What follows belongs to an exercise in optimizing a design on an open flow for small area; a production flow would make more cautious choices.
Function was checked by simulation only, so behaviour that the tests miss may differ from the original.
Power and IR drop assume default switching activity.

==> build 6: inputs <==
==> flow/design.v <==
`timescale 1ns/1ps
module bus_subsystem (
  input  logic        ck,
  input  logic        rst,
  output logic        master_in_notify,
  input  logic        master_in_sync,
  input  logic        master_in_trans,
  input  logic [31:0] master_in_addr,
  input  logic [31:0] master_in_data,
  output logic        master_out_notify,
  input  logic        master_out_sync,
  output logic        master_out_ack,
  output logic [31:0] master_out_data
);
  localparam logic [8*32-1:0] rom_words = {
    32'h8000_0000, 32'h7fff_ffff, 32'ha5a5_5a5a, 32'h0f0f_0f0f,
    32'hffff_0000, 32'h89ab_cdef, 32'h1234_5678, 32'h0000_0001
  };
  localparam logic [7:0] wport0 = 8'b0001_0001;
  localparam logic [7:0] wport1 = 8'b0001_0001;
  localparam logic [7:0] wport2 = 8'b0000_0001;
  localparam logic [7:0] rport0 = 8'b0101_0101;
  localparam logic [7:0] rport1 = 8'b0001_0001;
  localparam logic [7:0] rport2 = 8'b0001_0001;
  logic        in_n;     
  logic        out_n;    
  logic [2:0]  cnt;      
  logic [1:0]  win_q;
  logic [2:0]  off_q;
  logic        wr_q;
  logic        reg_q;    
  logic        ack_q;
  logic [2:0]  t;
  logic [31:0] r;
  logic        accept;
  logic        mapped;
  logic [1:0]  in_win;
  logic [2:0]  in_off;
  logic        busy;
  logic [2:0]  a;
  assign accept = in_n & master_in_sync;
  assign mapped = ~|master_in_addr[31:5];
  assign in_win = master_in_addr[4:3];
  assign in_off = master_in_addr[2:0];
  assign busy   = ~in_n & ~out_n;
  assign a      = off_q + t;      
  always_ff @(posedge ck or posedge rst) begin
    if (rst) begin
      in_n  <= 1'b1;
      out_n <= 1'b0;
      reg_q <= 1'b0;
      t     <= '0;
    end else begin
      t <= t + 3'd1;
      if (accept) begin
        in_n  <= 1'b0;
        out_n <= ~mapped;
        reg_q <= mapped & (in_win != 2'd3);
      end else if (out_n) begin
        if (master_out_sync) begin
          out_n <= 1'b0;
          in_n  <= 1'b1;
        end
      end else if (busy && cnt == '0) begin
        out_n <= 1'b1;
      end
    end
  end
  always_ff @(posedge ck) begin
    if (accept) begin
      case (in_win)
        2'd1:    cnt <= 3'd3;
        2'd2:    cnt <= 3'd6;
        default: cnt <= 3'd1;
      endcase
      win_q <= in_win;
      off_q <= in_off;
      wr_q  <= master_in_trans;
      ack_q <= master_in_trans & mapped & (in_win == 2'd3);
    end else begin
      cnt <= cnt - 3'd1;
    end
  end
  logic [31:0] m0 [8];
  logic [31:0] m1 [8];
  logic [31:0] m2 [8];
  logic [7:0]  v0, v1, v2;
  logic [7:0]  ws0, ws1, ws2;    
  logic [7:0]  wh0, wh1, wh2;    
  logic [7:0]  wn0, wn1, wn2;    
  logic        reg_n, wr_n;
  logic [1:0]  win_n;
  logic [2:0]  a_n;              
  logic [7:0]  rs0, rs1, rs2;    
  logic [7:0]  rn0, rn1, rn2;    
  logic [7:0]  vn0, vn1, vn2;    
  logic        rd_n;
  logic [31:0] cap;
  always_comb begin
    for (int p = 0; p < 8; p++) begin
      wn0[p] = wport0[p] && reg_n && wr_n && win_n == 2'd0 && a_n == 3'(p - 1);
      wn1[p] = wport1[p] && reg_n && wr_n && win_n == 2'd1 && a_n == 3'(p - 1);
      wn2[p] = wport2[p] && reg_n && wr_n && win_n == 2'd2 && a_n == 3'(p - 1);
      rn0[p] = rport0[p] && rd_n && win_n == 2'd0 && a_n == 3'(p) && vn0[p];
      rn1[p] = rport1[p] && rd_n && win_n == 2'd1 && a_n == 3'(p) && vn1[p];
      rn2[p] = rport2[p] && rd_n && win_n == 2'd2 && a_n == 3'(p) && vn2[p];
    end
    cap = '0;
    for (int p = 0; p < 8; p++) begin
      if (rs0[p]) cap = cap | m0[p];
      if (rs1[p]) cap = cap | m1[p];
      if (rs2[p]) cap = cap | m2[p];
    end
  end
  always_comb begin
    for (int p = 0; p < 8; p++) begin
      vn0[p] = ws0[p] | v0[(p + 7) % 8];
      vn1[p] = ws1[p] | v1[(p + 7) % 8];
      vn2[p] = ws2[p] | v2[(p + 7) % 8];
    end
  end
  assign reg_n = accept ? (mapped & (in_win != 2'd3)) : reg_q;
  assign wr_n  = accept ? master_in_trans : wr_q;
  assign rd_n  = reg_n & ~wr_n;
  assign win_n = accept ? in_win : win_q;
  assign a_n   = (accept ? in_off : off_q) + t + 3'd1;
  always_ff @(posedge ck or posedge rst) begin
    if (rst) begin
      ws0 <= '0;
      ws1 <= '0;
      ws2 <= '0;
    end else begin
      ws0 <= wn0;
      ws1 <= wn1;
      ws2 <= wn2;
    end
  end
  always_ff @(posedge ck) begin
    rs0 <= rn0;
    rs1 <= rn1;
    rs2 <= rn2;
  end
  always_ff @(posedge ck) begin
    wh0 <= ~wn0;
    wh1 <= ~wn1;
    wh2 <= ~wn2;
  end
  always_ff @(posedge ck or posedge rst) begin
    if (rst) begin
      v0 <= '0;
      v1 <= '0;
      v2 <= '0;
    end else begin
      v0 <= vn0;
      v1 <= vn1;
      v2 <= vn2;
    end
  end
  always_ff @(posedge ck) begin
    for (int p = 0; p < 8; p++) begin
      m0[p] <= ({32{ws0[p]}} & r) | ({32{wh0[p]}} & m0[(p + 7) % 8]);
      m1[p] <= ({32{ws1[p]}} & r) | ({32{wh1[p]}} & m1[(p + 7) % 8]);
      m2[p] <= ({32{ws2[p]}} & r) | ({32{wh2[p]}} & m2[(p + 7) % 8]);
    end
  end
  always_ff @(posedge ck) begin
    if (accept) begin
      if (master_in_trans) begin
        r <= master_in_data;
      end else if (mapped && in_win == 2'd3) begin
        r <= rom_words[32*in_off +: 32];
      end else begin
        r <= '0;
      end
    end else begin
      r <= r | cap;
    end
  end
  assign master_in_notify  = in_n;
  assign master_out_notify = out_n;
  assign master_out_ack    = ack_q;
  assign master_out_data   = wr_q ? '0 : r;
endmodule
==> flow/flow/run.sh <==
#!/bin/bash
# The standard layout (standard.sh: ORFS floorplan, power grid, placement,
# routing) with these changes for cell area:
#  - synthesis: the standard flow's script, but ABC maps for area (flow/synth.tcl),
#  - port buffers use the smallest buffer (every port still gets one),
#  - clock tree: clkbuf_8 sink clusters, no dummy loads.
# make's output goes to flow_make.log; ORFS's per-step logs stay in orfs/logs.
set -euo pipefail
here=$(pwd)
export AREA_ABC_SCRIPT=$here/flow/abc_area.script
bash standard.sh \
  "SYNTH_SCRIPT=$here/flow/synth.tcl" \
  "BUFFER_PORTS_ARGS=-buffer_cell sky130_fd_sc_hd__buf_1" \
  "CTS_ARGS=-sink_clustering_enable -repair_clock_nets -buf_list sky130_fd_sc_hd__clkbuf_8 -sink_clustering_size 20 -sink_clustering_max_diameter 55 -dont_use_dummy_load" \
  finish > flow_make.log 2>&1
==> flow/flow/abc_area.script <==
&get -n
&st
&dch -f
&nf -a -R 1000
&st
&dch -f
&nf -a -R 1000
&put
==> flow/flow/synth.tcl <==
# The standard flow's synthesis script (synth_recipe.tcl) with one change: ABC maps the
# combinational logic with an area-oriented script (abc_area.script beside
# this file) in place of ORFS's speed script. Everything else, flip-flop
# mapping included, is the standard synthesis, so the registers are the same.
proc synth {args} { yosys synth -nofsm -noshare {*}$args }
proc abc {args} {
  set i [lsearch -exact $args -script]
  if { $i >= 0 } { lset args [expr {$i + 1}] $::env(AREA_ABC_SCRIPT) }
  yosys abc {*}$args
}
source $::env(SCRIPTS_DIR)/synth.tcl
# left out here: clear keep_hierarchy, flatten, clean up, hide names made inside functions, write 1_2_yosys.v
==> flow/standard.sh <==
#!/bin/bash
# synth_recipe.tcl (not shown) runs the flow's synth.tcl, then flattens the netlist and writes it again
# the make line also repeats each setting of config.mk as NAME=value (left out here)
make -C /OpenROAD-flow-scripts/flow DESIGN_CONFIG=/design/flow/config.mk WORK_HOME=/design/flow/orfs CLKGATE_MAP_FILE= SYNTH_SCRIPT=/design/flow/synth_recipe.tcl "${@:-finish}"
==> flow/config.mk <==
export PLATFORM = sky130hd
export DESIGN_NAME = bus_subsystem
export DESIGN_NICKNAME = bus_subsystem
export VERILOG_FILES = /design/flow/design.v
export SDC_FILE = /design/flow/constraint.sdc
export NUM_CORES = 4
export LEC_CHECK = 0
export CAP_MARGIN = 20
export CORE_MARGIN = 2
export CORE_UTILIZATION = 40
export SLEW_MARGIN = 20
==> flow/constraint.sdc <==
create_clock -name core_clock -period 4.0 [get_ports {ck}]
set_input_delay 0.8000 -clock core_clock [delete_from_list [all_inputs] [get_ports {ck}]]
set_output_delay 0.8000 -clock core_clock [all_outputs]
set_load 0.01 [all_outputs]
==> build 81 (differences from build 6) <==
==> flow/design.v, changed modules only <==
module bus_subsystem (
  input  logic        ck,
  input  logic        rst,
  output logic        master_in_notify,
  input  logic        master_in_sync,
  input  logic        master_in_trans,
  input  logic [31:0] master_in_addr,
  input  logic [31:0] master_in_data,
  output logic        master_out_notify,
  input  logic        master_out_sync,
  output logic        master_out_ack,
  output logic [31:0] master_out_data
);
  localparam logic [8*32-1:0] rom_words = {
    32'h8000_0000, 32'h7fff_ffff, 32'ha5a5_5a5a, 32'h0f0f_0f0f,
    32'hffff_0000, 32'h89ab_cdef, 32'h1234_5678, 32'h0000_0001
  };
  localparam logic [7:0] wport0 = 8'b0001_0001;
  localparam logic [7:0] wport1 = 8'b0001_0001;
  localparam logic [7:0] wport2 = 8'b0000_0001;
  localparam logic [7:0] rport0 = 8'b0100_1001;
  localparam logic [7:0] rport1 = 8'b0001_0001;
  localparam logic [7:0] rport2 = 8'b0000_0001;
  logic        in_n;     
  logic        out_n;    
  logic [2:0]  cnt;      
  logic [1:0]  win_q;
  logic [2:0]  pos_q;    
  logic        wr_q;
  logic        reg_q;    
  logic        ack_q;
  logic [2:0]  t;
  logic        done;     
  logic [31:0] r;
  logic        accept;
  logic        mapped;
  logic [1:0]  in_win;
  logic [2:0]  in_off;
  logic        rd_in;    
  logic        busy;
  logic        in_n_n;   
  logic        out_n_n;  
  logic [2:0]  t_n;      
  logic        done_n;   
  assign accept = in_n & master_in_sync;
  assign mapped = ~|master_in_addr[31:5];
  assign in_win = master_in_addr[4:3];
  assign in_off = master_in_addr[2:0];
  assign rd_in  = accept & ~master_in_trans & mapped;
  assign busy   = ~in_n & ~out_n;
  assign t_n    = t + 3'd1;
  assign done_n = done | (t == 3'd7);
  always_comb begin
    in_n_n  = in_n;
    out_n_n = out_n;
    if (accept) begin
      in_n_n  = 1'b0;
      out_n_n = ~mapped;
    end else if (out_n) begin
      if (master_out_sync) begin
        out_n_n = 1'b0;
        in_n_n  = 1'b1;
      end
    end else if (busy && cnt == '0) begin
      out_n_n = 1'b1;
    end
  end
  always_ff @(posedge ck or posedge rst) begin
    if (rst) begin
      in_n  <= 1'b1;
      out_n <= 1'b0;
      reg_q <= 1'b0;
      t     <= '0;
      done  <= 1'b0;
    end else begin
      t     <= t_n;
      done  <= done_n;
      in_n  <= in_n_n;
      out_n <= out_n_n;
      if (accept) begin
        reg_q <= mapped & (in_win != 2'd3);
      end
    end
  end
  always_ff @(posedge ck) begin
    if (accept) begin
      case (in_win)
        2'd1:    cnt <= 3'd3;
        2'd2:    cnt <= 3'd6;
        default: cnt <= 3'd1;
      endcase
      win_q <= in_win;
      wr_q  <= master_in_trans;
      ack_q <= master_in_trans & mapped & (in_win == 2'd3);
    end else begin
      cnt <= cnt - 3'd1;
    end
  end
  logic [31:0] m0 [8];
  logic [31:0] m1 [8];
  logic [31:0] m2 [8];
  logic [7:0]  ws0, ws1, ws2;    
  logic [7:0]  wh0, wh1, wh2;    
  logic [7:0]  wn0, wn1, wn2;    
  logic [7:0]  rs0, rs1, rs2;    
  logic [7:0]  rn0, rn1, rn2;    
  logic [7:0]  ra0, ra2;         
  logic        reg_n, wr_n, rd_n;
  logic [1:0]  win_n;
  logic [2:0]  a_n;              
  logic        sw01, sw2;        
  logic [2:0]  a_in;             
  logic        byp;              
  logic [31:0] cap;
  assign reg_n = accept ? (mapped & (in_win != 2'd3)) : reg_q;
  assign wr_n  = accept ? master_in_trans : wr_q;
  assign rd_n  = reg_n & ~wr_n & ~in_n_n;
  assign win_n = accept ? in_win : win_q;
  assign a_in  = in_off + t;
  assign a_n   = (accept ? a_in : pos_q) + 3'd1;
  assign byp   = reg_q & wr_q & (win_q == 2'd0) & (pos_q == a_in);
  assign sw01  = ~done_n & ~t_n[2];
  assign sw2   = ~done_n;
  always_ff @(posedge ck) begin
    pos_q <= a_n;
  end
  always_comb begin
    for (int p = 0; p < 8; p++) begin
      wn0[p] = wport0[p] && reg_n && wr_n && win_n == 2'd0 && a_n == 3'(p - 1);
      wn1[p] = wport1[p] && reg_n && wr_n && win_n == 2'd1 && a_n == 3'(p - 1);
      wn2[p] = wport2[p] && reg_n && wr_n && win_n == 2'd2 && a_n == 3'(p - 1);
      rn0[p] = rport0[p] && rd_n && win_n == 2'd0 && a_n == 3'(p) && (done_n || t_n > 3'(p % 4));
      rn1[p] = rport1[p] && rd_n && win_n == 2'd1 && a_n == 3'(p) && (done_n || t_n > 3'(p % 4));
      rn2[p] = rport2[p] && rd_n && win_n == 2'd2 && a_n == 3'(p) && (done_n || t_n > 3'(p));
      ra0[p] = rport0[p] && rd_in && in_win == 2'd0 && a_in == 3'(p) && (done || t > 3'(p % 4)) && !byp;
      ra2[p] = rport2[p] && rd_in && in_win == 2'd2 && a_in == 3'(p) && (done || t > 3'(p));
    end
    cap = '0;
    for (int p = 0; p < 8; p++) begin
      if (rs0[p] | ra0[p]) cap = cap | m0[p];
      if (rs1[p])          cap = cap | m1[p];
      if (rs2[p] | ra2[p]) cap = cap | m2[p];
    end
  end
  always_ff @(posedge ck or posedge rst) begin
    if (rst) begin
      ws0 <= '0;
      ws1 <= '0;
      ws2 <= '0;
      wh0 <= '0;
      wh1 <= '0;
      wh2 <= '0;
      rs0 <= '0;
      rs1 <= '0;
      rs2 <= '0;
    end else begin
      ws0 <= wn0;
      ws1 <= wn1;
      ws2 <= wn2;
      wh0 <= ~wn0 & {8{~sw01}};
      wh1 <= ~wn1 & {8{~sw01}};
      wh2 <= ~wn2 & {8{~sw2}};
      rs0 <= rn0;
      rs1 <= rn1;
      rs2 <= rn2;
    end
  end
  always_ff @(posedge ck) begin
    for (int p = 0; p < 8; p++) begin
      if (wport0[p]) m0[p] <= ({32{ws0[p]}} & r) | ({32{wh0[p]}} & m0[(p + 7) % 8]);
      else           m0[p] <= m0[(p + 7) % 8];
      if (wport1[p]) m1[p] <= ({32{ws1[p]}} & r) | ({32{wh1[p]}} & m1[(p + 7) % 8]);
      else           m1[p] <= m1[(p + 7) % 8];
      if (wport2[p]) m2[p] <= ({32{ws2[p]}} & r) | ({32{wh2[p]}} & m2[(p + 7) % 8]);
      else           m2[p] <= m2[(p + 7) % 8];
    end
  end
  logic        hold;     
  logic        ld_d;     
  logic        ld_rom;   
  assign hold   = ~accept | (rd_in & (in_win == 2'd0) & byp);
  assign ld_d   = accept & master_in_trans;
  assign ld_rom = rd_in & (in_win == 2'd3);
  always_ff @(posedge ck) begin
    r <= ({32{hold}} & r) | ({32{ld_d}} & master_in_data) |
         ({32{ld_rom}} & rom_words[32*in_off +: 32]) | cap;
  end
  assign master_in_notify  = in_n;
  assign master_out_notify = out_n;
  assign master_out_ack    = ack_q;
  assign master_out_data   = wr_q ? '0 : r;
endmodule
==> flow/flow/run.sh (replaced) <==
#!/bin/bash
# The standard layout (standard.sh: ORFS floorplan, power grid, placement,
# routing) with these changes for cell area:
#  - synthesis: the standard flow's script, but ABC maps for area (flow/synth.tcl) and
#    small adders are left to ABC instead of half/full-adder cells,
#  - port buffers use the smallest buffer (every port still gets one),
#  - clock tree: clkbuf_8 sink clusters, no dummy loads.
# make's output goes to flow_make.log; ORFS's per-step logs stay in orfs/logs.
set -euo pipefail
here=$(pwd)
export AREA_ABC_SCRIPT=$here/flow/abc_area.script
bash standard.sh \
  "SYNTH_SCRIPT=$here/flow/synth.tcl" \
  "ADDER_MAP_FILE=" \
  "BUFFER_PORTS_ARGS=-buffer_cell sky130_fd_sc_hd__buf_1" \
  "CTS_ARGS=-sink_clustering_enable -repair_clock_nets -buf_list sky130_fd_sc_hd__clkbuf_8 -sink_clustering_size 20 -sink_clustering_max_diameter 65 -dont_use_dummy_load" \
  finish > flow_make.log 2>&1
==> flow/flow/abc_area.script (replaced) <==
&get -n
&st
&dch
&nf -a -R 1000 -F 20 -A 20
&put
CORE_UTILIZATION = 55   (was 40)
PLACE_DENSITY = 0.7   (was default)
==> comparison <==
- Build 81 ran to the end with no violations. Build 6 completed with no timing, DRC or antenna violations.
- Against build 6, the clock power of build 81 is smaller by 6.5%.
- Against build 81, the register-to-register slack of build 6 is higher by 50 ps.
- In build 81 the combinational power is smaller than in build 6, by 21%.
- Of build 6 and build 81, build 81 has the higher global-route usage (gap 3.2 points).
- In build 6 the design area is larger than in build 81, by 5.7%.
==> figures <==
quantity                                                           build 81      build 6
Run status                                 no timing/DRC/antenna violations  no timing/DRC/antenna violations
P_leak                                                          0.008716 µW  0.009118 µW
Die area                                                          38600 µm²    55170 µm²
Clock buffer count                                                       47           51
Fraction of area in multi-input gates                                15.93%       16.55%
Layout cells sized above 1                                           4.901%       5.763%
Worst skew pair latency                                              620 ps       680 ps
Area share of the leading cell type in the synthesized netlist       79.48%       77.18%
Share of the core filled with cells in the final layout              60.73%       44.53%
Data-path buffer share of cell area in the final layout              2.555%       2.289%
Simple-gate area share of the yosys netlist                          4.145%       4.090%

[separate check: timing with driven ports]
Ports are ideal in the flow. The routed layouts listed here were re-timed in OpenROAD.
Step 1 assumes that a clkbuf_16 drives the clock port and a buf_2 every other input.
Step 2 adds t to the input delays and takes it off the output delays; t is the mean of the earliest and latest rising clock arrival at the registers after step 1. Input paths then give back, and output paths get back, about the clock's delay inside the block.
Slacks: ideal / step 1 / step 2; pairs: ideal / step 1.
| run | t, ns | setup slack, ns | worst setup path at the end | latest minus earliest clock arrival (ns) | worst slew at a driven data input, ns |
|---|---|---|---|---|---|
| build 6 | 0.712 | 1.031 / 1.012 / 0.355 | input to register | 0.055 / 0.054 | 0.12 |
| build 81 | 0.651 | 1.125 / 1.116 / 0.500 | input to register | 0.029 / 0.028 | 0.05 |
After both steps every run listed still meets setup and hold. The setup slack of build 6, which loses most, moves by -0.019 ns with the drivers and by -0.676 ns with both steps.
